Context: an optimization exercise on an open-source flow, tuned for small area, a short achievable clock period and few clock cycles per item. The choices shown serve that exercise and are no tape-out recipe. At most, simulation tests tie the RTL to the original design; equivalence was not proved. Only the layout flow was run in run 6; the RTL was not checked for function there.

$ cat flow/standard.sh
#!/bin/bash
# synth_recipe.tcl (not shown) runs the flow's synth.tcl, then flattens the netlist and writes it again
# the make line also repeats each setting of config.mk as NAME=value (left out here)
make -C /OpenROAD-flow-scripts/flow DESIGN_CONFIG=/design/flow/config.mk WORK_HOME=/design/flow/orfs CLKGATE_MAP_FILE= SYNTH_SCRIPT=/design/flow/synth_recipe.tcl "${@:-finish}"
$ cat flow/design.v
package alu_pkg;
    localparam int DATA_W = 16;
    localparam int FRAC_W = 10;
    typedef logic signed [DATA_W-1:0]   fx_t;
    typedef logic [4:0]                 cnt_t;    
    typedef enum logic [3:0] {
        OP_FXADD = 4'd0,
        OP_FXSUB = 4'd1,
        OP_FXMUL = 4'd2,
        OP_FXMAC = 4'd3,
        OP_CLZ   = 4'd5,
        OP_LRCW  = 4'd6,
        OP_LFSR  = 4'd7
    } op_e;
    typedef struct packed {
        op_e op;
        fx_t a;
        fx_t b;
    } alu_req_t;
    localparam int MUL_STEPS = 4;
endpackage
`timescale 1ns/10ps
module fx_arith (
    input  logic        i_clk,
    input  logic        i_first,   
    input  logic [1:0]  i_step,    
    input  logic        i_addsub,
    input  logic        i_sub,
    input  logic        i_mul,
    input  logic        i_mac,
    input  logic [15:0] i_a,
    input  logic [15:0] i_b,       
    input  logic [3:0]  i_b_in,    
    input  logic [15:0] i_acc,
    output logic [15:0] o_res      
);
    function automatic [15:0] sat22(input logic [21:0] v);
        if (!v[21] && (|v[20:15])) begin
            sat22 = 16'h7FFF;
        end else if (v[21] && !(&v[20:15])) begin
            sat22 = 16'h8000;
        end else begin
            sat22 = v[15:0];
        end
    endfunction
    function automatic [15:0] sat17(input logic [16:0] v);
        if (v[16] != v[15]) begin
            sat17 = {v[16], {15{v[15]}}};
        end else begin
            sat17 = v[15:0];
        end
    endfunction
    function automatic [2:0] booth_enc(input logic [2:0] w);
        booth_enc[0] = w[1] ^ w[0];
        booth_enc[1] = (w[2] & ~w[1] & ~w[0]) | (~w[2] & w[1] & w[0]);
        booth_enc[2] = w[2];
    endfunction
    function automatic [16:0] booth_pp(input logic [2:0] e, input logic [15:0] a);
        logic [16:0] m;
        m = ({17{e[0]}} & {a[15], a}) | ({17{e[1]}} & {a, 1'b0});
        booth_pp = m ^ {17{e[2]}};
    endfunction
    logic [17:0] as_sum;
    logic [16:0] as_res;
    assign as_sum = {i_a[15], i_a[15], i_a, 1'b1} + {i_b[15], i_b[15], i_b, i_sub};
    assign as_res = as_sum[17:1];
    logic [4:0]  win;
    logic [5:0]  enc_q;
    logic [15:0] h_q;       
    logic [7:0]  lo_q;      
    logic [19:0] x;
    logic [19:0] y;
    logic [19:0] hx;
    logic [19:0] cs_s;
    logic [19:0] cs_c;
    logic [20:0] step_sum;
    logic [19:0] sum;
    logic [16:0] pp0;
    logic [16:0] pp1;
    always_comb begin
        if (i_first) begin
            win = {i_b_in, 1'b0};
        end else begin
            case (i_step)
                2'd0:    win = i_b[7:3];
                2'd1:    win = i_b[11:7];
                default: win = i_b[15:11];
            endcase
        end
    end
    always_ff @(posedge i_clk) begin
        enc_q <= {booth_enc(win[4:2]), booth_enc(win[2:0])};
    end
    assign pp0  = booth_pp(enc_q[2:0], i_a);
    assign pp1  = booth_pp(enc_q[5:3], i_a);
    assign hx   = {{4{h_q[15]}}, h_q};
    assign x    = {{3{pp0[16]}}, pp0};
    assign y    = {pp1[16], pp1, enc_q[5], enc_q[5]};
    assign cs_s = hx ^ x ^ y;
    assign cs_c = (hx & x) | (hx & y) | (x & y);
    assign step_sum = {cs_s, 1'b1} + {cs_c[18:0], enc_q[5], enc_q[2]};
    assign sum      = step_sum[20:1];
    always_ff @(posedge i_clk) begin
        if (i_first) begin
            h_q <= '0;
        end else begin
            h_q <= sum[19:4];
        end
        lo_q <= {sum[3:0], lo_q[7:4]};
    end
    logic [21:0] fin_b;
    logic [22:0] fin_sum;
    logic [21:0] fin;
    assign fin_b   = {{6{i_acc[15] & i_mac}}, i_acc & {16{i_mac}}};
    assign fin_sum = {h_q, lo_q[7:2], 1'b1} + {fin_b, lo_q[1]};
    assign fin     = fin_sum[22:1];
    assign o_res = ({16{i_addsub}} & sat17(as_res))
                 | ({16{i_mul}}    & sat22(fin));
endmodule
`timescale 1ns/10ps
module bit_ops #(
    parameter int LFSR_MAX_STEPS = 8
) (
    input  logic        i_clk,
    input  logic        i_first,   
    input  logic [3:0]  i_b_in,    
    input  logic [15:0] i_a_in,    
    output logic [4:0]  o_clz_in,  
    input  logic        i_lrcw,
    input  logic        i_lfsr,    
    input  logic [15:0] i_a,
    input  logic [15:0] i_hi,      
    output logic [15:0] o_res      
);
    function automatic [4:0] clz16(input logic [15:0] v);
        logic [4:0] n;
        n = 5'd16;
        for (int i = 0; i < 16; i++) begin
            if (v[i]) begin
                n = 5'(15 - i);
            end
        end
        clz16 = n;
    endfunction
    function automatic [1:0] fa(input logic x, input logic y, input logic z);
        fa = {(x & y) | (x & z) | (y & z), x ^ y ^ z};
    endfunction
    function automatic [4:0] popcount(input logic [15:0] v);
        logic [1:0] a1, a2, a3, a4, a5, b6, b7, b8, b9, c10, c11, c12, c13, c14;
        a1  = fa(v[0], v[1], v[2]);
        a2  = fa(v[3], v[4], v[5]);
        a3  = fa(v[6], v[7], v[8]);
        a4  = fa(v[9], v[10], v[11]);
        a5  = fa(v[12], v[13], v[14]);
        b6  = fa(a1[0], a2[0], a3[0]);            
        b7  = fa(a4[0], a5[0], v[15]);            
        b8  = fa(a1[1], a2[1], a3[1]);            
        b9  = fa(a4[1], a5[1], 1'b0);             
        c10 = fa(b6[0], b7[0], 1'b0);             
        c11 = fa(b6[1], b7[1], b8[0]);            
        c12 = fa(b8[1], b9[1], c11[1]);           
        c13 = fa(b9[0], c10[1], c11[0]);          
        c14 = fa(c12[0], c13[1], 1'b0);           
        popcount = {c12[1] & c14[1], c12[1] ^ c14[1], c14[0], c13[0], c10[0]};
    endfunction
    logic [4:0] n_q;
    always_ff @(posedge i_clk) begin
        if (i_first) begin
            n_q <= {1'b0, i_b_in};
        end else begin
            n_q <= popcount(i_a);
        end
    end
    logic [7:0]  fb;
    logic [15:0] lo;
    logic [15:0] hi;
    logic [30:0] x;
    always_comb begin
        for (int j = 1; j <= 8; j++) begin
            fb[8-j] = i_hi[16-j] ^ i_hi[14-j] ^ i_hi[13-j] ^ i_hi[11-j];
        end
    end
    assign lo = i_lrcw ? ~i_hi : {fb, 8'd0};
    assign hi = i_hi ^ {16{n_q[4]}};
    always_comb begin
        x = {hi, lo[15:1]};
        if (n_q[3]) x = {x[22:0], 8'd0};
        if (n_q[2]) x = {x[26:0], 4'd0};
        if (n_q[1]) x = {x[28:0], 2'd0};
        if (n_q[0]) x = {x[29:0], 1'd0};
    end
    assign o_clz_in = clz16(i_a_in);
    assign o_res    = {16{i_lrcw | i_lfsr}} & x[30:15];
endmodule
`timescale 1ns/10ps
module alu_ctrl (
    input  logic        i_clk,
    input  logic        i_rst_n,
    input  logic        i_req,
    input  logic [3:0]  i_op,         
    input  logic        i_mul,        
    input  logic        i_lrcw,       
    input  logic [15:0] i_arith_res,  
    input  logic [15:0] i_bits_res,   
    input  logic [4:0]  i_clz_in,     
    output logic        o_first,      
    output logic [1:0]  o_step,       
    output logic        o_acc_ok,     
    output logic [15:0] o_acc,
    output logic        o_ack,
    output logic [15:0] o_result
);
    logic        busy_q;
    logic        last_q;     
    logic        ack_q;
    logic [1:0]  step_q;
    logic [15:0] result_q;   
    logic        acc_ok_q;   
    logic        one_cycle;
    logic        is_clz;
    logic        at_once;    
    logic        take_now;
    assign one_cycle = !((i_op == alu_pkg::OP_FXMUL) || (i_op == alu_pkg::OP_FXMAC)
                         || (i_op == alu_pkg::OP_LRCW));
    assign is_clz    = (i_op == alu_pkg::OP_CLZ);
    assign at_once   = !((i_op == alu_pkg::OP_FXADD) || (i_op == alu_pkg::OP_FXSUB)
                         || (i_op == alu_pkg::OP_FXMUL) || (i_op == alu_pkg::OP_FXMAC)
                         || (i_op == alu_pkg::OP_LRCW) || (i_op == alu_pkg::OP_LFSR));
    assign take_now  = !busy_q && !ack_q && i_req && at_once;
    always_ff @(posedge i_clk or negedge i_rst_n) begin
        if (!i_rst_n) begin
            busy_q <= 1'b0;
            last_q <= 1'b0;
            ack_q  <= 1'b0;
            step_q <= 2'd0;
        end else begin
            if (!busy_q) begin
                step_q <= 2'd0;
                if (!ack_q && i_req && at_once) begin
                    ack_q  <= 1'b1;
                end else if (!ack_q && i_req) begin
                    busy_q <= 1'b1;
                    last_q <= one_cycle;
                end else if (ack_q && !i_req) begin
                    ack_q  <= 1'b0;
                end
            end else if (last_q) begin
                busy_q <= 1'b0;
                last_q <= 1'b0;
                ack_q  <= 1'b1;
            end else begin
                step_q <= step_q + 2'd1;
                last_q <= i_lrcw || (step_q == 2'd3);
            end
        end
    end
    always_ff @(posedge i_clk) begin
        if (busy_q && last_q) begin
            result_q <= i_arith_res | i_bits_res;
        end else if (take_now) begin
            result_q <= {11'd0, i_clz_in & {5{is_clz}}};
        end
    end
    always_ff @(posedge i_clk or negedge i_rst_n) begin
        if (!i_rst_n) begin
            acc_ok_q <= 1'b0;
        end else if ((busy_q && last_q) || take_now) begin
            acc_ok_q <= 1'b1;
        end
    end
    assign o_first  = !busy_q;
    assign o_step   = step_q;
    assign o_acc_ok = acc_ok_q;
    assign o_acc    = result_q;
    assign o_result = result_q;
    assign o_ack    = ack_q;
endmodule
`timescale 1ns/10ps
module alu_top #(
    parameter int LFSR_MAX_STEPS = 8
) (
    input  logic     i_clk,
    input  logic     i_rst_n,
    input  logic     i_req,
    input  alu_pkg::alu_req_t i_cmd,
    output logic     o_ack,
    output alu_pkg::fx_t      o_result
);
    logic        f_add, f_sub, f_mul, f_mac, f_lrcw, f_lfsr;
    logic [15:0] a_q;
    logic [15:0] bx_q;      
    logic        first;
    logic [1:0]  step;
    logic [15:0] acc;
    logic        acc_ok;
    logic        f_macc;    
    logic [15:0] arith_res;
    logic [15:0] bits_res;
    logic [4:0]  clz_in;
    always_ff @(posedge i_clk) begin
        f_add  <= (i_cmd.op == alu_pkg::OP_FXADD);
        f_sub  <= (i_cmd.op == alu_pkg::OP_FXSUB);
        f_mul  <= (i_cmd.op == alu_pkg::OP_FXMUL);
        f_mac  <= (i_cmd.op == alu_pkg::OP_FXMAC);
        f_macc <= (i_cmd.op == alu_pkg::OP_FXMAC) && acc_ok;
        f_lrcw <= (i_cmd.op == alu_pkg::OP_LRCW);
        f_lfsr <= (i_cmd.op == alu_pkg::OP_LFSR) && !((|i_cmd.b[15:4]) || (i_cmd.b[3] && (|i_cmd.b[2:0])));
        a_q    <= i_cmd.a;
        if (i_cmd.op == alu_pkg::OP_LFSR) begin
            bx_q <= i_cmd.a;
        end else begin
            bx_q <= i_cmd.b ^ {16{i_cmd.op == alu_pkg::OP_FXSUB}};
        end
    end
    alu_ctrl u_ctrl (
        .i_clk       (i_clk),
        .i_rst_n     (i_rst_n),
        .i_req       (i_req),
        .i_op        (i_cmd.op),
        .i_mul       (f_mul | f_mac),
        .i_lrcw      (f_lrcw),
        .i_arith_res (arith_res),
        .i_bits_res  (bits_res),
        .i_clz_in    (clz_in),
        .o_first     (first),
        .o_step      (step),
        .o_acc_ok    (acc_ok),
        .o_acc       (acc),
        .o_ack       (o_ack),
        .o_result    (o_result)
    );
    fx_arith u_fx_arith (
        .i_clk   (i_clk),
        .i_first (first),
        .i_step  (step),
        .i_addsub(f_add | f_sub),
        .i_sub   (f_sub),
        .i_mul   (f_mul | f_mac),
        .i_mac   (f_macc),
        .i_a     (a_q),
        .i_b     (bx_q),
        .i_b_in  (i_cmd.b[3:0]),
        .i_acc   (acc),
        .o_res   (arith_res)
    );
    bit_ops #(
        .LFSR_MAX_STEPS (LFSR_MAX_STEPS)
    ) u_bit_ops (
        .i_clk   (i_clk),
        .i_first (first),
        .i_b_in  (i_cmd.b[3:0]),
        .i_a_in  (i_cmd.a),
        .o_clz_in(clz_in),
        .i_lrcw  (f_lrcw),
        .i_lfsr  (f_lfsr),
        .i_a     (a_q),
        .i_hi    (bx_q),
        .o_res   (bits_res)
    );
endmodule
$ cat flow/constraint.sdc
create_clock -name core_clock -period 9.5 [get_ports {i_clk}]
set_input_delay 1.9000 -clock core_clock [delete_from_list [all_inputs] [get_ports {i_clk}]]
set_output_delay 1.9000 -clock core_clock [all_outputs]
set_load 0.01 [all_outputs]
$ cat flow/flow/run.sh
#!/bin/bash
# Standard layout, with the timing repair aiming further below the clock
# period and small port buffers.
set -euo pipefail
bash standard.sh SETUP_SLACK_MARGIN=5.8 "BUFFER_PORTS_ARGS=-buffer_cell sky130_fd_sc_hd__buf_1" finish > standard_flow.log 2>&1
$ cat flow/config.mk
export PLATFORM = sky130hd
export DESIGN_NAME = alu_top
export DESIGN_NICKNAME = alu_top
export VERILOG_FILES = /design/flow/design.v
export SDC_FILE = /design/flow/constraint.sdc
export NUM_CORES = 4
export LEC_CHECK = 0
export ABC_AREA = 1
export CAP_MARGIN = 20
export CORE_MARGIN = 2
export CORE_UTILIZATION = 65
export SLEW_MARGIN = 20
==> results of run 1 <==
==> Yosys cell counts (all sizes together) (5+ instances only) <==
master	number
buf	24
nor4	8
xor2	69
a31oi	5
ha	66
a211oi	5
nand4	13
fa	32
o21a	6
nand2	345
o21ai	93
dfxtp	73
inv	220
dfrtp	6
or2	8
clkbuf	26
xnor2	22
nor2	141
a21oi	100
o211ai	13
o22ai	31
nor3	14
nand3	172
edfxtp	16
==> placed cells by master (no fill, tap or decap), types with 4 or more instances in the layout <==
master | Yosys | layout
nand2_1 | 339 | 339
inv_1 | 219 | 218
nand3_1 | 172 | 172
nor2_1 | 139 | 139
a21oi_1 | 99 | 99
o21ai_0 | 92 | 91
dfxtp_1 | 73 | 69
xor2_1 | 68 | 68
ha_1 | 66 | 66
buf_1 | 11 | 55
fa_1 | 32 | 32
o22ai_1 | 31 | 31
xnor2_1 | 22 | 22
edfxtp_1 | 16 | 16
nor3_1 | 14 | 14
o211ai_1 | 13 | 13
nand4_1 | 12 | 12
clkbuf_16 | 0 | 9
or2_2 | 8 | 8
nor4_1 | 8 | 8
o21a_1 | 6 | 6
dfrtp_1 | 6 | 6
nand2_2 | 5 | 5
a211oi_1 | 5 | 5
a31oi_1 | 5 | 5
o21bai_1 | 4 | 4
inv_6 | 0 | 4
==> critical path: cells and delay by family (launching register included) <==
family,cells,cell delay (ns)
fa+ha+maj,2,0.83
flops,1,0.49
simple gates,5,0.37
compound gates,7,1.22
buf+inv,3,0.29
xor+xnor,1,0.12
==> cell families (layout without fill, tap and decap cells) <==
logic type | Yosys count | after routing | synth area share
DFF | 95 | 95 | 0.210
xor gates and xnor gates | 91 | 91 | 0.0807
adders and majority gates | 98 | 98 | 0.147
muxes | 1 | 1 | 0.00113
AOI/OAI and AO/OA | 266 | 266 | 0.148
and+or+nand+nor | 709 | 709 | 0.304
buffers and inverters | 272 | 295 | 0.109
==> sequential cells by signal, indices dropped and copies added, names as in the netlist, 2 cells and up <==
signal / cells
u_ctrl.result_q: 16
u_fx_arith.h_q: 16
a_q: 16
u_fx_arith.lo_q: 7
u_fx_arith.enc_q: 6
u_bit_ops.n_q: 5
bx_q: 16
u_ctrl.step_q: 2
==> metal layers <==
metal,GRT usage,vias up,part of all wire
met5,0,-,0
met4,0.189,0,0.053
met3,0.0388,91,0.060
met2,0.581,414,0.44
met1,0.497,4525,0.44
li1,-,5056,-
==> worst max-delay path by stage <==
| stage | to | from | cells past startpoint |
|---|---|---|---|
| after floorplan | u_fx_arith.h_q[11]$_SDFF_PN0_ | u_fx_arith.enc_q[2]$_DFF_P_ | 15 |
| after global placement | u_ctrl.result_q[4]$_DFFE_PP_ | i_cmd[32] | 9 |
| after detailed placement | u_fx_arith.h_q[14]$_SDFF_PN0_ | u_fx_arith.enc_q[2]$_DFF_P_ | 17 |
| after CTS | u_fx_arith.h_q[14]$_SDFF_PN0_ | u_fx_arith.enc_q[5]$_DFF_P_ | 16 |
| after global routing | u_fx_arith.h_q[14]$_SDFF_PN0_ | a_q[0]$_DFF_P_ | 18 |
| final | u_fx_arith.h_q[14]$_SDFF_PN0_ | a_q[0]$_DFF_P_ | 18 |
==> layout make-up <==
class | instances | area [um^2]
clock buffer | 9 | 225
clock inverter | 6 | 51.3
fill | 1372 | 4620
inverter | 222 | 837
multi-input combinational | 1165 | 6790
sequential | 95 | 2100
tap | 188 | 235
timing repair buffer | 58 | 229
==> repair_timing <==
action,4_1_cts,5_1_grt
hold endpoints to repair,0,0
setup endpoints to repair,3,16
setup buffers,0,1
pin swaps,0,0
gates resized for setup,1,6
==> metrics by stage <==
step                instance area (um^2)
floorplan                           9970
global placement                   10200
detailed placement                 10200
CTS                                10400
global route                       10500
finish                             10500
==> results.yml, run 1 <==
status:
  outcome: "finished clean"
synth:
  synth.distinct_cells: 54
  yosys_most_used_dff: "dfxtp_1"
  async_flop_share: 0.0632
  syn_avg_cell_area_um2: 6.51
  syn_area_um2: 9970
  ys_top_cells_by_area: "dfxtp_1 15%, nand2_1 13%, nand3_1 8.6%, ha_1 8.3%, inv_1 8.2%"
  ys_seq_elements: 95
  syn-num-nets: 1669
  yosysTopAreaCell: "dfxtp_1"
  yosysTopAreaCellShare: 0.147
  yosys_warnings: 4
  synth_edf_count: 16
  syn_inst: 1532
  ys_seq_area_frac: 0.210
floorplanning:
  pin_count: 56
  dieArea_um2: 16300
  start_util: 0.661
  rows: 45
  die_x_um: 128
  core_um2: 15100
  die_height_um: 128
setup_path:
  cp_max_fo: 6
  critPathMaxStageDelay_ns: 0.49
  cp_data_arrival_time_ns: 3.70
  reg2regPathDepth: 18
  crit_type: "flop to flop"
  reg2reg_to: "u_fx_arith.h_q[14]$_SDFF_PN0_"
  rrSetupSlack_ns: 6.02
  crit_top_cell: "a21oi_1"
  cpMaxStageDelayCell: "dfxtp_1"
  worstReg2RegStart: "a_q[0]$_DFF_P_"
  cp-end-kind: "flop"
  worstPathRequired_ns: 9.72
  cp-start-kind: "flop"
  crit_chain: "inv_1 > o22ai_1 > xor2_1 > fa_1 > inv_1 > ha_1 > a21oi_1 > nor2_1 > nor2_1 > o21ai_0 > a21oi_1 > inv_1 > a21oi_1 > o21ai_1 > nand2_1 > nand2_1 > nand2_1 > a21oi_1"
detailed_routing:
  routed_wl_um: 29100
  routedWlPerCell_um: 16.7
  vias: 10100
  drc: 0
  viasPerCell: 5.79
  ant_nets: 0
  first_pass_iters: 6
  drt_iter0_markers: 1050
placement:
  place_inst: 1727
  post-place-ws_ns: 5.79
  place_congestion: 0.984
  port_buffers: 55
  place_hpwl_um: 23800
global_route:
  antenna_found_initial: 0
  grt_use_total: 0.366
  grt_max_degree: 34
  grt_pass1_vias: 9227
  grt_pass1_wl_um: 46900
  overflow: 0
clock_network:
  clock_path_buffers: 2
  path_clk_slew_ns: 0.08
  root_buffer: "clkbuf_16"
  cts.sinks: 95
  postCtsHoldBufs: 0
  htreeDepth: 3
  numCtsBuffers: 9
  cts_tree: "yes"
  insertion_delay_ns: 0.36
worst_hold_path:
  hold_start: "u_fx_arith.lo_q[7]$_DFF_P_"
  whs_path_depth: 0
  holdPathEnd: "u_fx_arith.lo_q[3]$_DFF_P_"
  hp-class: "flop to flop"
cells_and_area:
  final_cell_count_no_fill: 1743
  final_util: 0.694
  drive_above_1_share: 0.0296
  nNetsFinal: 1688
  area_delta_synth_final_pct: 5.00
  antenna_cells: 0
timing:
  slew_headroom: 0.417
  fmax_mhz: 287
  period_minus_slack_ns: 3.48
  holdWs_ns: 0.402
  rsz0062_at_grt: "true"
  hold_violations: 0
  fin_ws_ns: 6.02
  tightest_slew_ns: 0.872
  finClkSkew_ns: 0.0144
  slew_viol_final: 0
  setup_viol: 0
  fin_setup_tns_ns: 0
  post-route-period-util: 0.367
flow_run:
  drv_cap: 0
Testbench counts, summed over its fixed seeds: cycles 21,608, ops 4,800.
==> inputs of run 2 (changes only) <==
--- a/flow/config.mk
+++ b/flow/config.mk
@@ -6,7 +6,7 @@
 export NUM_CORES = 4
 export LEC_CHECK = 0
-export ABC_AREA = 1
 export CAP_MARGIN = 20
 export CORE_MARGIN = 2
 export CORE_UTILIZATION = 65
+export PLACE_DENSITY = 0.72
 export SLEW_MARGIN = 20
==> results.yml, run 2 <==
synth:
  ys_top_cells_by_area: "dfxtp_1 15%, ha_1 8.7%, xnor2_1 7.3%, fa_1 6.8%, edfxtp_1 5.1%"
  synth.most_common_cell: "nor2_1"
  yosysTopAreaCellShare: 0.154
  ys_seq_elements: 95
  synth_edf_count: 16
  syn_inst: 1108
  synth.distinct_cells: 80
  syn_avg_cell_area_um2: 8.55
  syn_area_um2: 9470
  async_flop_share: 0.0632
  yosys_warnings: 4
  yosysTopAreaCell: "dfxtp_1"
  ys_seq_area_frac: 0.221
  syn-num-nets: 1245
  synthTopCellsByCount: "93 x nor2_1, 79 x xnor2_1, 75 x a21oi_1"
  yosys_most_used_dff: "dfxtp_1"
timing:
  tightest_slew_ns: 1.03
  hold_violations: 0
  fin_setup_tns_ns: 0
  fmax_mhz: 279
  finClkSkew_ns: 0.00955
  holdWs_ns: 0.358
  post-route-period-util: 0.377
  slew_headroom: 0.310
  slew_viol_final: 0
  setup_viol: 0
  rsz0062_at_grt: "true"
  period_minus_slack_ns: 3.59
cells_and_area:
  fillCellCount: 1176
  final_common_cell: "nor2_1"
  antenna_cells: 0
  drive_above_1_share: 0.0876
  nNetsFinal: 1274
  layout_common_cells: "93 x nor2_1, 79 x xnor2_1, 72 x a21oi_1, 72 x nand2_1, 62 x ha_1"
  area_delta_synth_final_pct: 8.73
  final_util: 0.717
floorplanning:
  rows: 44
  start_util: 0.659
  die_x_um: 125
  die_height_um: 125
  dieArea_um2: 15600
  core_um2: 14400
  pin_count: 56
detailed_routing:
  vias: 8520
  drt_iter0_markers: 744
  drc: 0
  routed_wl_um: 26700
  ant_nets: 0
  first_pass_iters: 5
  routedWlPerCell_um: 20.1
  viasPerCell: 6.43
setup_path:
  cp-start-kind: "flop"
  crit_start: "a_q[0]$_DFF_P_"
  cp-end-kind: "flop"
  crit_type: "flop to flop"
  worstPathRequired_ns: 9.70
  cp_data_arrival_time_ns: 3.78
  worstReg2RegStart: "a_q[0]$_DFF_P_"
  cp_max_fo: 4
clock_network:
  insertion_delay_ns: 0.36
  cts.sinks: 95
  path_clk_slew_ns: 0.08
  root_buffer: "clkbuf_16"
  htreeDepth: 3
  postCtsHoldBufs: 0
  numCtsBuffers: 9
  clock_path_buffers: 2
  cts_tree: "yes"
global_route:
  overflow: 0
  grt_pass1_wl_um: 42700
  grt_use_total: 0.347
  antenna_found_initial: 1
  grt_max_degree: 43
  grt_pass1_vias: 7989
flow_run:
  drv_cap: 0
worst_hold_path:
  hold_start: "u_fx_arith.lo_q[6]$_DFF_P_"
  hp-class: "flop to flop"
placement:
  place_hpwl_um: 20700
  place_congestion: 0.949
  port_buffers: 55
status:
  outcome: "finished clean"
run 2: cell types whose count changed after synthesis, sizes merged, moves of 17 or more:
cell and delta:
nand3 -155, xor2 -19, a21o +17, xnor2 +57
a21oi -25, o21ai -36, nand2 -273, mux2i +35
nand2b +17, a22oi +35, and2 +17, o22ai -26
nor2 -46, inv -170
run 2: what timing repair did:
item | 4_1_cts | 5_1_grt
pin swaps | 9 | 8
buffers inserted | 5 | 5
endpoints found under the setup margin | 22 | 25
endpoints found under the hold margin | 0 | 0
gates resized for setup | 20 | 19
run 2: logic make-up after synthesis:
| group | Yosys count | share of synthesized area |
|---|---|---|
| mux | 47 | 0.0525 |
| fa+ha+maj | 98 | 0.155 |
| simple gates | 309 | 0.159 |
| buf+inv | 106 | 0.0462 |
| compound gates | 316 | 0.228 |
| xor+xnor | 137 | 0.139 |
| flops | 95 | 0.221 |
run 2: per-layer routing:
metal	GRT usage	routed length [um]	up-vias
met5	0	11	-
li1	-	-	4077
met4	0.118	751	2
met1	0.481	11700	4037
met3	0.0520	2110	55
met2	0.558	12200	349
run 2: critical path, cell delays in order, from the launching register on:
cell and delay, ns:
dfxtp_4 0.37, ha_4 0.24, a211o_1 0.27, a2111o_1 0.41, a21oi_2 0.18, o211ai_1 0.15
a21o_1 0.22, a21oi_2 0.17, nor2b_1 0.07, nor3_2 0.11, mux2_4 0.19, ha_4 0.22
or3_4 0.41, o221ai_2 0.20, a31oi_1 0.06, o2111ai_1 0.14
run 2: area by class of cell:
type,instances,area [um^2],share of cell area
multi-input combinational,907,7100,0.690
clock inverter,7,62.6,0.00608
clock buffer,9,225,0.0219
timing repair buffer,73,367,0.0356
inverter,51,191,0.0186
tap,184,230,0.0224
sequential,95,2120,0.206
run 2: worst paths after layout:
check	cells past startpoint	end	slack [ns]
min	0	u_fx_arith.lo_q[2]$_DFF_P_	0.36
min reg2reg	0	u_fx_arith.lo_q[2]$_DFF_P_	0.36
max reg2reg	15	u_ctrl.result_q[2]$_DFFE_PP_	5.91
max in group asynchronous	1	u_ctrl.last_q$_DFFE_PN0P_	7.83
min in group asynchronous	1	u_ctrl.step_q[1]$_DFFE_PN0N_	1.42
max	15	u_ctrl.result_q[2]$_DFFE_PP_	5.91
run 2: stage by stage:
stage / setup slack (ns) / cells / instance area (um^2)
after floorplan: 5.85 / 1108 / 9480
after global placement: 5.37 / 1300 / 9750
after detailed placement: 5.25 / 1300 / 9750
after CTS: 5.82 / 1321 / 10200
after global routing: 5.78 / 1326 / 10300
final: 5.91 / 1326 / 10300
==> inputs of run 3 (changes only) <==
==> flow/flow/run.sh (replaced) <==
#!/bin/bash
# Standard layout, with the timing repair aiming further below the clock
# period and small port buffers.
set -euo pipefail
bash standard.sh SETUP_SLACK_MARGIN=6.5 "BUFFER_PORTS_ARGS=-buffer_cell sky130_fd_sc_hd__buf_1" finish > standard_flow.log 2>&1
--- a/flow/config.mk
+++ b/flow/config.mk
@@ -6,7 +6,7 @@
 export NUM_CORES = 4
 export LEC_CHECK = 0
+export ABC_AREA = 1
 export CAP_MARGIN = 20
 export CORE_MARGIN = 2
 export CORE_UTILIZATION = 65
-export PLACE_DENSITY = 0.72
 export SLEW_MARGIN = 20
==> results.yml, run 3 <==
global_route:
  grtUsageMet3: 0.0547
  grt_max_degree: 34
  use_met2: 0.611
  grt_pass1_vias: 9624
  top_usage_layer: "met2"
  antenna_found_initial: 0
  grt_pass1_wl_um: 48700
  grt_use_total: 0.381
  use_met1: 0.496
  overflow: 0
timing:
  hold_violations: 0
  holdWs_ns: 0.408
  post-route-period-util: 0.341
  fmax_mhz: 309
  fin_setup_tns_ns: 0
  rsz0062_at_grt: "true"
  tightest_slew_ns: 0.833
  slew_viol_final: 0
  slew_headroom: 0.439
  finClkSkew_ns: 0.0127
  setup_viol: 0
  period_minus_slack_ns: 3.24
synth:
  ys_seq_elements: 95
  async_flop_share: 0.0632
  syn-num-nets: 1669
  synthTopCellsByCount: "339 x nand2_1, 219 x inv_1, 172 x nand3_1"
  syn_area_um2: 9970
  yosys_most_used_dff: "dfxtp_1"
  syn_avg_cell_area_um2: 6.51
  yosys_warnings: 4
  syn_inst: 1532
  ys_seq_area_frac: 0.210
  synth.most_common_cell: "nand2_1"
  synth_edf_count: 16
  synth.distinct_cells: 54
  yosysTopAreaCellShare: 0.147
  yosysTopAreaCell: "dfxtp_1"
  ys_top_cells_by_area: "dfxtp_1 15%, nand2_1 13%, nand3_1 8.6%, ha_1 8.3%, inv_1 8.2%"
clock_network:
  insertion_delay_ns: 0.37
  root_buffer: "clkbuf_16"
  path_clk_slew_ns: 0.08
  numCtsBuffers: 9
  htreeDepth: 3
  clock_path_buffers: 2
  cts.sinks: 95
  cts_tree: "yes"
  postCtsHoldBufs: 0
placement:
  port_buffers: 55
  place_congestion: 0.951
  place_hpwl_um: 23900
cells_and_area:
  nNetsFinal: 1729
  drive_above_1_share: 0.167
  layout_common_cells: "320 x nand2_1, 204 x inv_1, 165 x nand3_1, 129 x nor2_1, 76 x o21ai_0"
  multi_input_area_um2: 7640
  seq_area_um2: 2160
  fillCellCount: 1141
  antenna_cells: 0
  final_common_cell: "nand2_1"
  area_delta_synth_final_pct: 17.9
setup_path:
  cp_max_fo: 5
  cp-end-kind: "flop"
  crit_chain: "buf_4 > o21ai_0 > xor2_2 > buf_4 > fa_1 > ha_1 > inv_1 > o21bai_1 > a21oi_1 > nor2_1 > a211oi_1 > nand3_1 > o21ai_0 > a21oi_1"
  critPathMaxStageDelay_ns: 0.43
  worstPathRequired_ns: 9.75
  crit_family: "compound AO/OA/AOI/OAI gates"
  crit_type: "flop to flop"
  worst-path-buf-inv: 3
  cp_data_arrival_time_ns: 3.49
  cp-start-kind: "flop"
  cpMaxStageDelayCell: "fa_1"
  rrSetupSlack_ns: 6.26
floorplanning:
  start_util: 0.661
  rows: 45
  dieArea_um2: 16300
  die_x_um: 128
  core_um2: 15100
  die_height_um: 128
  pin_count: 56
detailed_routing:
  routedWlPerCell_um: 18.6
  drt_iter0_markers: 1356
  drc: 0
  vias: 10900
  routed_wl_um: 33100
  first_pass_iters: 6
  viasPerCell: 6.12
  ant_nets: 0
flow_run:
  drv_cap: 0
status:
  outcome: "finished clean"
worst_hold_path:
  hp-class: "flop to flop"
-- run 3: cell types whose count changed after synthesis, sizes merged, moves of 19 or more --
cell   delta
a21oi    +25
a22oi    -35
inv     +170
mux2i    -35
nand2   +273
nand3   +155
nor2     +46
o21ai    +36
o22ai    +26
xnor2    -57
xor2     +19
-- run 3: per-layer routing --
metal | vias to the layer above | routed length [um]
li1 | 5142 | -
met1 | 5032 | 13100
met2 | 604 | 15200
met3 | 151 | 2700
met4 | 0 | 2210
met5 | - | 0
-- run 3: cell families (layout without fill, tap and decap cells) --
group                      count (synthesis)  after routing  share of synthesized area
and+or+nand+nor                          709            712                      0.304
xor gates and xnor gates                  91             91                     0.0807
AOI/OAI and AO/OA                        266            266                      0.148
adders and majority gates                 98             98                      0.147
buffers and inverters                    272            334                      0.109
muxes                                      1              1                    0.00113
DFF                                       95             95                      0.210
-- run 3: repair_timing --
action | in CTS | in global routing
pin swaps | 21 | 51
setup buffers | 14 | 25
resized for setup | 92 | 158
setup endpoints to repair | 62 | 31
gates cloned | 0 | 4
-- run 3: worst register-to-register path, cell delays in order, from the launching register on --
cell and delay [ns]:
dfxtp_2 0.34, buf_4 0.14, o21ai_0 0.38, xor2_2 0.19
buf_4 0.18, fa_1 0.43, ha_1 0.38, inv_1 0.12
o21bai_1 0.15, a21oi_1 0.16, nor2_1 0.05, a211oi_1 0.21
nand3_1 0.14, o21ai_0 0.20, a21oi_1 0.06
-- run 3: cell type report --
class / count / area share
multi-input combinational: 1168 / 0.650
tap: 188 / 0.0200
timing repair inverter: 1 / 0.000532
clock buffer: 9 / 0.0192
inverter: 222 / 0.0738
timing repair buffer: 95 / 0.0457
clock inverter: 7 / 0.00692
sequential: 95 / 0.184
-- run 3: worst paths after layout --
path,from,to,cells past startpoint
min reg2reg,u_fx_arith.lo_q[7]$_DFF_P_,u_fx_arith.lo_q[3]$_DFF_P_,0
max,u_fx_arith.enc_q[0]$_DFF_P_,u_fx_arith.h_q[15]$_SDFF_PN0_,14
min in group asynchronous,i_rst_n,u_ctrl.step_q[0]$_DFFE_PN0N_,1
max in group asynchronous,i_rst_n,u_ctrl.acc_ok_q$_DFFE_PN0P_,1
min,u_fx_arith.lo_q[7]$_DFF_P_,u_fx_arith.lo_q[3]$_DFF_P_,0
max reg2reg,u_fx_arith.enc_q[0]$_DFF_P_,u_fx_arith.h_q[15]$_SDFF_PN0_,14
-- run 3: per-stage QoR --
stage,cell area (um^2),utilization,cells,setup WS (ns)
after floorplan,9980,-,1532,6.49
after global placement,10200,0.674,1726,5.79
after detailed placement,10200,0.674,1726,5.68
after CTS,10900,0.723,1756,6.44
after global routing,11800,0.779,1785,6.14
final,11800,0.779,1785,6.26
==> inputs of run 4 (changes only) <==
==> flow/flow/run.sh (replaced) <==
#!/bin/bash
# Standard layout, with the timing repair aiming further below the clock
# period and small port buffers.
set -euo pipefail
bash standard.sh SETUP_SLACK_MARGIN=6.3 "BUFFER_PORTS_ARGS=-buffer_cell sky130_fd_sc_hd__buf_1" finish > standard_flow.log 2>&1
==> results.yml, run 4 <==
status:
  outcome: "finished clean"
clock_network:
  numCtsBuffers: 9
  cts_tree: "yes"
  clock_path_buffers: 2
  root_buffer: "clkbuf_16"
  postCtsHoldBufs: 0
  path_clk_slew_ns: 0.08
  htreeDepth: 3
  insertion_delay_ns: 0.36
  cts.sinks: 95
synth:
  ys_seq_area_frac: 0.210
  ys_top_cells_by_area: "dfxtp_1 15%, nand2_1 13%, nand3_1 8.6%, ha_1 8.3%, inv_1 8.2%"
  syn-num-nets: 1669
  yosys_warnings: 4
  syn_avg_cell_area_um2: 6.51
  synth.distinct_cells: 54
  synth.most_common_cell: "nand2_1"
  yosysTopAreaCellShare: 0.147
  syn_inst: 1532
  async_flop_share: 0.0632
  ys_seq_elements: 95
  yosysTopAreaCell: "dfxtp_1"
  yosys_most_used_dff: "dfxtp_1"
  synthTopCellsByCount: "339 x nand2_1, 219 x inv_1, 172 x nand3_1"
  syn_area_um2: 9970
  synth_edf_count: 16
timing:
  tightest_slew_ns: 0.835
  fin_setup_tns_ns: 0
  fmax_mhz: 310
  period_minus_slack_ns: 3.22
  finClkSkew_ns: 0.0158
  slew_viol_final: 0
  rsz0062_at_grt: "true"
  slew_headroom: 0.443
  hold_violations: 0
  setup_viol: 0
  post-route-period-util: 0.339
  holdWs_ns: 0.401
detailed_routing:
  drc: 0
  first_pass_iters: 6
  vias: 10400
  ant_nets: 0
  viasPerCell: 5.90
  drt_iter0_markers: 1202
  routedWlPerCell_um: 17.3
  routed_wl_um: 30500
cells_and_area:
  layout_common_cells: "336 x nand2_1, 211 x inv_1, 169 x nand3_1, 136 x nor2_1, 91 x a21oi_1"
  area_delta_synth_final_pct: 11.0
  fillCellCount: 1261
  nNetsFinal: 1704
  drive_above_1_share: 0.0923
  final_common_cell: "nand2_1"
  antenna_cells: 0
floorplanning:
  die_x_um: 128
  core_um2: 15100
  die_height_um: 128
  rows: 45
  pin_count: 56
  start_util: 0.661
  dieArea_um2: 16300
placement:
  place_hpwl_um: 23800
  place_congestion: 0.984
  port_buffers: 55
flow_run:
  drv_cap: 0
global_route:
  overflow: 0
  antenna_found_initial: 0
  grt_pass1_vias: 9320
  grt_pass1_wl_um: 47200
  grt_max_degree: 34
  grt_use_total: 0.369
setup_path:
  cp_max_fo: 8
  crit_type: "flop to flop"
  cp-start-kind: "flop"
  cp-end-kind: "flop"
  cp_data_arrival_time_ns: 3.51
  worstPathRequired_ns: 9.79
worst_hold_path:
  hp-class: "flop to flop"
==> run 4: through the flow <==
stage | worst slack, ns | instance area, um^2 | cells | utilization
floorplan | 6.36 | 9970 | 1532 | -
global placement | 5.83 | 10200 | 1727 | 0.674
detailed placement | 5.79 | 10200 | 1727 | 0.674
CTS | 6.27 | 10500 | 1746 | 0.698
global route | 6.05 | 11100 | 1759 | 0.733
finish | 6.28 | 11100 | 1759 | 0.733
==> run 4: cell families (layout without fill, tap and decap cells) <==
kind of cell	Yosys count	after routing	synth area share
adders and majority gates	98	98	0.147
buffers and inverters	272	311	0.109
AOI/OAI and AO/OA	266	266	0.148
muxes	1	1	0.00113
DFF	95	95	0.210
xor gates and xnor gates	91	91	0.0807
and+or+nand+nor	709	709	0.304
==> run 4: area by class of cell <==
| type | instances | area, um^2 | area share |
|---|---|---|---|
| clock buffers | 9 | 225 | 0.0203 |
| clock inverters | 6 | 51.3 | 0.00463 |
| repair buffers | 72 | 348 | 0.0314 |
| repair inverters | 2 | 15.0 | 0.00136 |
| multi-input cells | 1165 | 7210 | 0.651 |
| well taps | 188 | 235 | 0.0213 |
| inverters | 222 | 858 | 0.0775 |
| flip-flops and latches | 95 | 2130 | 0.192 |
==> run 4: final timing paths <==
kind                                        startpoint                             to  slack [ns]  depth (start not counted)
setup reg to reg           u_fx_arith.enc_q[4]$_DFF_P_  u_fx_arith.h_q[14]$_SDFF_PN0_        6.28                         17
min in group asynchronous                      i_rst_n       u_ctrl.ack_q$_DFFE_PN0P_        1.40                          1
hold / removal              u_fx_arith.lo_q[6]$_DFF_P_     u_fx_arith.lo_q[2]$_DFF_P_        0.40                          0
max in group asynchronous                      i_rst_n   u_ctrl.step_q[1]$_DFFE_PN0N_        7.86                          1
setup / recovery           u_fx_arith.enc_q[4]$_DFF_P_  u_fx_arith.h_q[14]$_SDFF_PN0_        6.28                         17
hold reg to reg             u_fx_arith.lo_q[6]$_DFF_P_     u_fx_arith.lo_q[2]$_DFF_P_        0.40                          0
==> run 4: worst max-delay path, cell delays in order (launching register included) <==
cell and delay (ns):
dfxtp_1 0.39, clkinvlp_4 0.20, o22ai_1 0.21, xor2_1 0.28
fa_1 0.49, ha_4 0.32, nand2_1 0.09, nor2_1 0.17
inv_1 0.09, nor2_1 0.17, a21oi_1 0.09, inv_1 0.11
a21oi_2 0.08, o21ai_2 0.15, nand2_1 0.08, nand2_1 0.06
nand2_1 0.05, a21oi_1 0.11
==> run 4: timing repair <==
| item | in CTS | in global routing |
|---|---|---|
| cloned | 0 | 2 |
| setup buffers | 4 | 11 |
| endpoints found under the setup margin | 30 | 56 |
| gates resized for setup | 24 | 91 |
| pin swaps | 1 | 24 |
==> run 4: routing by layer <==
| layer | vias to the layer above | wire, um | GRT usage |
|---|---|---|---|
| li1 | 5081 | - | - |
| met1 | 4725 | 13100 | 0.500 |
| met2 | 465 | 13700 | 0.580 |
| met3 | 101 | 1960 | 0.0384 |
| met4 | 0 | 1710 | 0.201 |
| met5 | - | 0 | 0 |
==> inputs of run 5 (changes only) <==
==> flow/flow/run.sh (replaced) <==
#!/bin/bash
# Standard layout, with the timing repair aiming further below the clock
# period and small port buffers.
set -euo pipefail
bash standard.sh SETUP_SLACK_MARGIN=6.2 "BUFFER_PORTS_ARGS=-buffer_cell sky130_fd_sc_hd__buf_1" finish > standard_flow.log 2>&1
==> results.yml, run 5 <==
detailed_routing:
  vias: 10200
  drt_iter0_markers: 1102
  first_pass_iters: 5
  ant_nets: 0
  viasPerCell: 5.79
  drc: 0
  routedWlPerCell_um: 17.1
  routed_wl_um: 29900
clock_network:
  cts.sinks: 95
  numCtsBuffers: 9
  htreeDepth: 3
  cts_tree: "yes"
  path_clk_slew_ns: 0.08
  insertion_delay_ns: 0.35
  root_buffer: "clkbuf_16"
  clock_path_buffers: 2
setup_path:
  cp-end-kind: "flop"
  cp_max_fo: 9
  reg2regPathDepth: 12
  worstPathRequired_ns: 9.79
  crit_start: "u_fx_arith.enc_q[3]$_DFF_P_"
  reg2reg_to: "u_fx_arith.h_q[15]$_SDFF_PN0_"
  worstReg2RegStart: "u_fx_arith.enc_q[3]$_DFF_P_"
  cp_data_arrival_time_ns: 3.49
  cp-start-kind: "flop"
  critPathCapture: "u_fx_arith.h_q[15]$_SDFF_PN0_"
  crit_type: "flop to flop"
  rrSetupSlack_ns: 6.30
timing:
  tightest_slew_ns: 0.862
  setup_viol: 0
  fin_setup_tns_ns: 0
  finClkSkew_ns: 0.0137
  post-route-period-util: 0.337
  slew_headroom: 0.420
  hold_violations: 0
  fmax_mhz: 313
  rsz0062_at_grt: "true"
  slew_viol_final: 0
  period_minus_slack_ns: 3.20
  fin_ws_ns: 6.30
placement:
  port_buffers: 55
  place_inst: 1727
  place_congestion: 0.984
  post-place-ws_ns: 5.79
  place_hpwl_um: 23800
synth:
  syn_area_um2: 9970
  syn_inst: 1532
  synth.most_common_cell: "nand2_1"
  synth_fa_ha_area_frac: 0.147
  ys_top_cells_by_area: "dfxtp_1 15%, nand2_1 13%, nand3_1 8.6%, ha_1 8.3%, inv_1 8.2%"
  ys_seq_elements: 95
  syn_avg_cell_area_um2: 6.51
  synth_edf_count: 16
  synth.distinct_cells: 54
  synthTopCellsByCount: "339 x nand2_1, 219 x inv_1, 172 x nand3_1"
  muxShareOfSynthArea: 0.00113
  ys_seq_area_frac: 0.210
  syn-num-nets: 1669
  yosys.area_share.simple: 0.304
  yosys_warnings: 4
  yosys_most_used_dff: "dfxtp_1"
  synth_compound_area_frac: 0.148
  synth_top_family_by_area: "simple AND/OR/NAND/NOR gates"
  yosysTopAreaCell: "dfxtp_1"
  async_flop_share: 0.0632
  yosysTopAreaCellShare: 0.147
  synth_xor_area_frac: 0.0807
floorplanning:
  die_height_um: 128
  start_util: 0.661
  dieArea_um2: 16300
  core_um2: 15100
  pin_count: 56
  die_x_um: 128
  rows: 45
cells_and_area:
  fillCellCount: 1316
  final_common_cell: "nand2_1"
  drive_above_1_share: 0.0722
  nNetsFinal: 1698
  final_cell_count_no_fill: 1753
  antenna_cells: 0
  layout_common_cells: "339 x nand2_1, 211 x inv_1, 171 x nand3_1, 137 x nor2_1, 91 x a21oi_1"
  area_delta_synth_final_pct: 8.70
global_route:
  grt_use_total: 0.367
  overflow: 0
  grt_pass1_wl_um: 46900
  grt_max_degree: 34
  grt_pass1_vias: 9228
  antenna_found_initial: 0
flow_run:
  drv_cap: 0
worst_hold_path:
  hp-class: "flop to flop"
status:
  outcome: "finished clean"
[run 5: cells by family (layout without fill, tap and decap cells)]
group | after synthesis | after routing
buffers and inverters | 272 | 305
AOI/OAI and AO/OA | 266 | 266
adders and majority gates | 98 | 98
DFF | 95 | 95
muxes | 1 | 1
xor gates and xnor gates | 91 | 91
and+or+nand+nor | 709 | 709
[run 5: per-stage QoR]
step / hold slack, ns / cell area (um^2) / utilization
after floorplan: 0.334 / 9970 / -
after global placement: 0.401 / 10200 / 0.674
after detailed placement: 0.396 / 10200 / 0.674
after CTS: 0.401 / 10500 / 0.694
after global routing: 0.397 / 10800 / 0.718
final: 0.404 / 10800 / 0.718
[run 5: routing by layer]
layer	routed length [um]	GRT usage	share of wire	vias up
met5	0	0	0	-
met4	1650	0.189	0.055	0
met3	1900	0.0388	0.064	93
met2	13400	0.581	0.45	427
met1	13000	0.497	0.43	4563
li1	-	-	-	5075
[run 5: worst min-delay path by stage]
stage	start	endpoint	cells after the start
4_1_cts	u_fx_arith.lo_q[7]$_DFF_P_	u_fx_arith.lo_q[3]$_DFF_P_	0
5_1_grt	u_fx_arith.lo_q[6]$_DFF_P_	u_fx_arith.lo_q[2]$_DFF_P_	0
6_report	u_fx_arith.lo_q[6]$_DFF_P_	u_fx_arith.lo_q[2]$_DFF_P_	0
2_1_floorplan	u_fx_arith.lo_q[5]$_DFF_P_	u_fx_arith.lo_q[1]$_DFF_P_	0
3_3_place_gp	u_fx_arith.lo_q[7]$_DFF_P_	u_fx_arith.lo_q[3]$_DFF_P_	0
3_5_place_dp	u_fx_arith.lo_q[7]$_DFF_P_	u_fx_arith.lo_q[3]$_DFF_P_	0
[run 5: timing repair]
item	CTS	global route
endpoints found under the hold margin	0	0
setup buffers	0	9
hold buffers	0	0
gates resized for setup	11	64
pin swaps	0	9
gates cloned	0	2
setup endpoints to repair	25	31
[run 5: worst max-delay path, cell delays in order (launching register included)]
cell	delay, ns
dfxtp_2	0.37
clkinvlp_4	0.16
buf_4	0.21
o22ai_1	0.23
xor2_1	0.23
fa_1	0.45
ha_2	0.42
nand2_1	0.14
nor4_1	0.49
nand3_1	0.13
nand3_1	0.12
o21ai_0	0.07
a21oi_1	0.12
[run 5: final cells by class]
class | count | area (um^2) | area share
multi-input cells | 1165 | 7020 | 0.648
repair inverters | 2 | 15.0 | 0.00139
clock buffers | 9 | 225 | 0.0208
repair buffers | 66 | 302 | 0.0278
well taps | 188 | 235 | 0.0217
flip-flops and latches | 95 | 2120 | 0.196
clock inverters | 6 | 51.3 | 0.00473
inverters | 222 | 860 | 0.0793
==> inputs of run 6 (changes only) <==
--- a/flow/design.v
+++ b/flow/design.v
@@ -44,11 +44,4 @@
         end
     endfunction
-    function automatic [15:0] sat17(input logic [16:0] v);
-        if (v[16] != v[15]) begin
-            sat17 = {v[16], {15{v[15]}}};
-        end else begin
-            sat17 = v[15:0];
-        end
-    endfunction
     function automatic [2:0] booth_enc(input logic [2:0] w);
         booth_enc[0] = w[1] ^ w[0];
@@ -61,8 +54,10 @@
         booth_pp = m ^ {17{e[2]}};
     endfunction
-    logic [17:0] as_sum;
-    logic [16:0] as_res;
-    assign as_sum = {i_a[15], i_a[15], i_a, 1'b1} + {i_b[15], i_b[15], i_b, i_sub};
-    assign as_res = as_sum[17:1];
+    logic [16:0] as_sum;
+    logic [15:0] as_res;
+    logic        as_ovf;
+    assign as_sum = {i_a, 1'b1} + {i_b, i_sub};
+    assign as_ovf = (i_a[15] == i_b[15]) && (as_sum[16] != i_a[15]);
+    assign as_res = as_ovf ? {i_a[15], {15{~i_a[15]}}} : as_sum[16:1];
     logic [4:0]  win;
     logic [5:0]  enc_q;
@@ -115,5 +110,5 @@
     assign fin_sum = {h_q, lo_q[7:2], 1'b1} + {fin_b, lo_q[1]};
     assign fin     = fin_sum[22:1];
-    assign o_res = ({16{i_addsub}} & sat17(as_res))
+    assign o_res = ({16{i_addsub}} & as_res)
                  | ({16{i_mul}}    & sat22(fin));
 endmodule
==> results.yml, run 6 <==
status:
  outcome: "finished clean"
detailed_routing:
  first_pass_iters: 5
  wl_met1_um: 12400
  viasPerCell: 5.85
  routedWlPerCell_um: 17.3
  routed_wl_um: 29400
  dr_wl_met3_um: 1930
  top_layer_used: "met4"
  vias: 9939
  drt_iter0_markers: 880
  ant_nets: 0
  drc: 0
  routed-wl-met2_um: 13600
floorplanning:
  dieArea_um2: 16100
  start_util: 0.671
  die_height_um: 127
  die_x_um: 127
  core_um2: 14600
  pin_count: 56
  rows: 44
synth:
  ys_top_cells_by_area: "dfxtp_1 15%, nand2_1 12%, inv_1 8.1%, ha_1 8.0%, nand3_1 6.8%"
  synthTopCellsByCount: "308 x nand2_1, 213 x inv_1, 133 x nand3_1"
  syn-num-nets: 1611
  async_flop_share: 0.0632
  synth_edf_count: 16
  yosysTopAreaCell: "dfxtp_1"
  ys_seq_elements: 95
  yosysTopAreaCellShare: 0.149
  yosys_most_used_dff: "dfxtp_1"
  synth.distinct_cells: 53
  synth.most_common_cell: "nand2_1"
  yosys_warnings: 4
  ys_seq_area_frac: 0.213
  syn_inst: 1477
  syn_avg_cell_area_um2: 6.65
  syn_area_um2: 9830
timing:
  setup_viol: 0
  finClkSkew_ns: 0.0137
  post-route-period-util: 0.352
  rsz0062_at_grt: "true"
  period_minus_slack_ns: 3.35
  holdWs_ns: 0.401
  fin_setup_tns_ns: 0
  fin_ws_ns: 6.15
  hold_violations: 0
  fmax_mhz: 299
  tightest_slew_ns: 0.894
  slew_viol_final: 0
  slew_headroom: 0.398
setup_path:
  cpMaxStageDelayCell: "fa_1"
  critPathCapture: "u_fx_arith.h_q[12]$_SDFF_PN0_"
  crit_top_cell: "nand2_1"
  crit_family: "adder cells"
  cp-start-kind: "flop"
  crit_type: "flop to flop"
  reg2reg_to: "u_fx_arith.h_q[12]$_SDFF_PN0_"
  worst-path-buf-inv: 2
  crit_chain: "clkinvlp_4 > o22ai_1 > xor2_1 > fa_1 > ha_4 > nand2_1 > nor2_1 > inv_1 > nor3_1 > nor2_1 > o21bai_1 > nand2_1 > nand2_2 > nand3_1 > nand2_1 > o21ai_0 > a21oi_1"
  cp-end-kind: "flop"
  cp_data_arrival_time_ns: 3.65
  path_depth: 17
  crit_start: "u_fx_arith.enc_q[1]$_DFF_P_"
  worstPathRequired_ns: 9.80
  critPathMaxStageDelay_ns: 0.52
  reg2regPathDepth: 17
  cp_max_fo: 5
  rrSetupSlack_ns: 6.15
  worstReg2RegStart: "u_fx_arith.enc_q[1]$_DFF_P_"
clock_network:
  postCtsHoldBufs: 0
  cts_tree: "yes"
  htreeDepth: 3
  clock_path_buffers: 2
  path_clk_slew_ns: 0.09
  insertion_delay_ns: 0.37
  cts.sinks: 95
  root_buffer: "clkbuf_16"
  numCtsBuffers: 9
global_route:
  grt_max_degree: 34
  grt_pass1_wl_um: 45700
  antenna_found_initial: 0
  overflow: 0
  grt_use_total: 0.360
  grt_pass1_vias: 8916
cells_and_area:
  antenna_cells: 0
  layout_common_cells: "306 x nand2_1, 208 x inv_1, 132 x nand3_1, 109 x nor2_1, 103 x o21ai_0"
  area_delta_synth_final_pct: 8.81
  design_area_um2: 10700
  final_common_cell: "nand2_1"
  drive_above_1_share: 0.0838
  final_util: 0.730
  nNetsFinal: 1645
placement:
  post-place-ws_ns: 5.83
  port_buffers: 55
  place_hpwl_um: 23100
  place_area_um2: 10000
  place_congestion: 0.993
worst_hold_path:
  hp-class: "flop to flop"
flow_run:
  drv_cap: 0
-- run 6: cell count changes in the layout (fill, tap and decap cells not counted), moves of 5 or more --
| cell | before | now |
|---|---|---|
| nor2_1 | 137 | 109 |
| dfxtp_2 | 13 | 4 |
| nand2_1 | 339 | 306 |
| nand3_1 | 171 | 132 |
| inv_2 | 2 | 7 |
| o21ai_0 | 87 | 103 |
| o211ai_1 | 13 | 18 |
| nand2_2 | 5 | 16 |
| nor2_2 | 4 | 10 |
| dfxtp_1 | 56 | 64 |
-- run 6: per-layer routing --
layer	GRT usage	vias up
li1	-	4908
met1	0.476	4553
met2	0.594	395
met3	0.0418	83
met4	0.162	0
met5	0	-
-- run 6: layout make-up --
class / count / area (um^2)
repair inverters: 1 / 7.51
clock buffers: 9 / 225
inverters: 223 / 856
fillers: 1269 / 3950
multi-input cells: 1112 / 6870
repair buffers: 69 / 312
clock inverters: 7 / 72.6
flip-flops and latches: 95 / 2120
well taps: 184 / 230
-- run 6: logic make-up (layout without fill, tap and decap cells) --
logic type / after synthesis / in the layout / share of synthesized area
AOI/OAI and AO/OA: 287 / 287 / 0.164
xor gates and xnor gates: 95 / 95 / 0.0854
adders and majority gates: 95 / 95 / 0.145
buffers and inverters: 270 / 309 / 0.108
DFF: 95 / 95 / 0.213
muxes: 2 / 2 / 0.00216
and+or+nand+nor: 633 / 633 / 0.282
-- run 6: worst min-delay path by stage --
| stage | endpoint | slack (ns) | cells past startpoint | startpoint |
|---|---|---|---|---|
| final | u_fx_arith.lo_q[2]$_DFF_P_ | 0.40 | 0 | u_fx_arith.lo_q[6]$_DFF_P_ |
| after floorplan | u_fx_arith.lo_q[1]$_DFF_P_ | 0.33 | 0 | u_fx_arith.lo_q[5]$_DFF_P_ |
| after detailed placement | u_fx_arith.lo_q[2]$_DFF_P_ | 0.40 | 0 | u_fx_arith.lo_q[6]$_DFF_P_ |
| after global routing | u_fx_arith.lo_q[2]$_DFF_P_ | 0.40 | 0 | u_fx_arith.lo_q[6]$_DFF_P_ |
| after global placement | u_fx_arith.lo_q[1]$_DFF_P_ | 0.40 | 0 | u_fx_arith.lo_q[5]$_DFF_P_ |
| after CTS | u_fx_arith.lo_q[2]$_DFF_P_ | 0.40 | 0 | u_fx_arith.lo_q[6]$_DFF_P_ |
-- run 6: per-stage QoR --
stage                     cells
final                      1700
after global routing       1700
after CTS                  1690
after detailed placement   1671
after global placement     1671
after floorplan            1477
-- run 6: repair_timing --
action                     in CTS  in global routing
buffers inserted                3                  9
cloned                          0                  1
pin swaps                       0                  7
gates resized for setup         7                 49
setup endpoints to repair      12                 34

## port drivers added, routing unchanged
In the flow no input, the clock included, has a driving cell. The finished layouts below were timed again as built, in two steps.
Step 1 assumes that a clkbuf_16 drives the clock port and a buf_2 every other input.
Step 2 adds t to the input delays and takes it off the output delays; t is the mean of the earliest and latest rising clock arrival at the registers after step 1. Input paths then give back, and output paths get back, about the clock's delay inside the block.
a / b / c = no drivers / after step 1 / after step 2; a / b = the first two.
run	t (ns)	slack for setup (ns)	worst register clock-pin slew, ns	worst data-port slew with drivers (ns)
run 1	0.399	6.018 / 6.018 / 5.740	0.08 / 0.08	0.03
run 2	0.400	5.914 / 5.914 / 5.633	0.08 / 0.08	0.04
run 3	0.412	6.262 / 6.262 / 6.138	0.09 / 0.09	0.04
run 4	0.398	6.276 / 6.276 / 6.039	0.08 / 0.08	0.04
run 5	0.394	6.303 / 6.303 / 5.996	0.08 / 0.08	0.04
run 6	0.407	6.153 / 6.153 / 6.010	0.09 / 0.09	0.03
After both steps setup and hold are still met in every run listed. For run 5, which loses most, drivers alone change the setup slack by 0.000 ns; drivers and shift together by -0.307 ns.
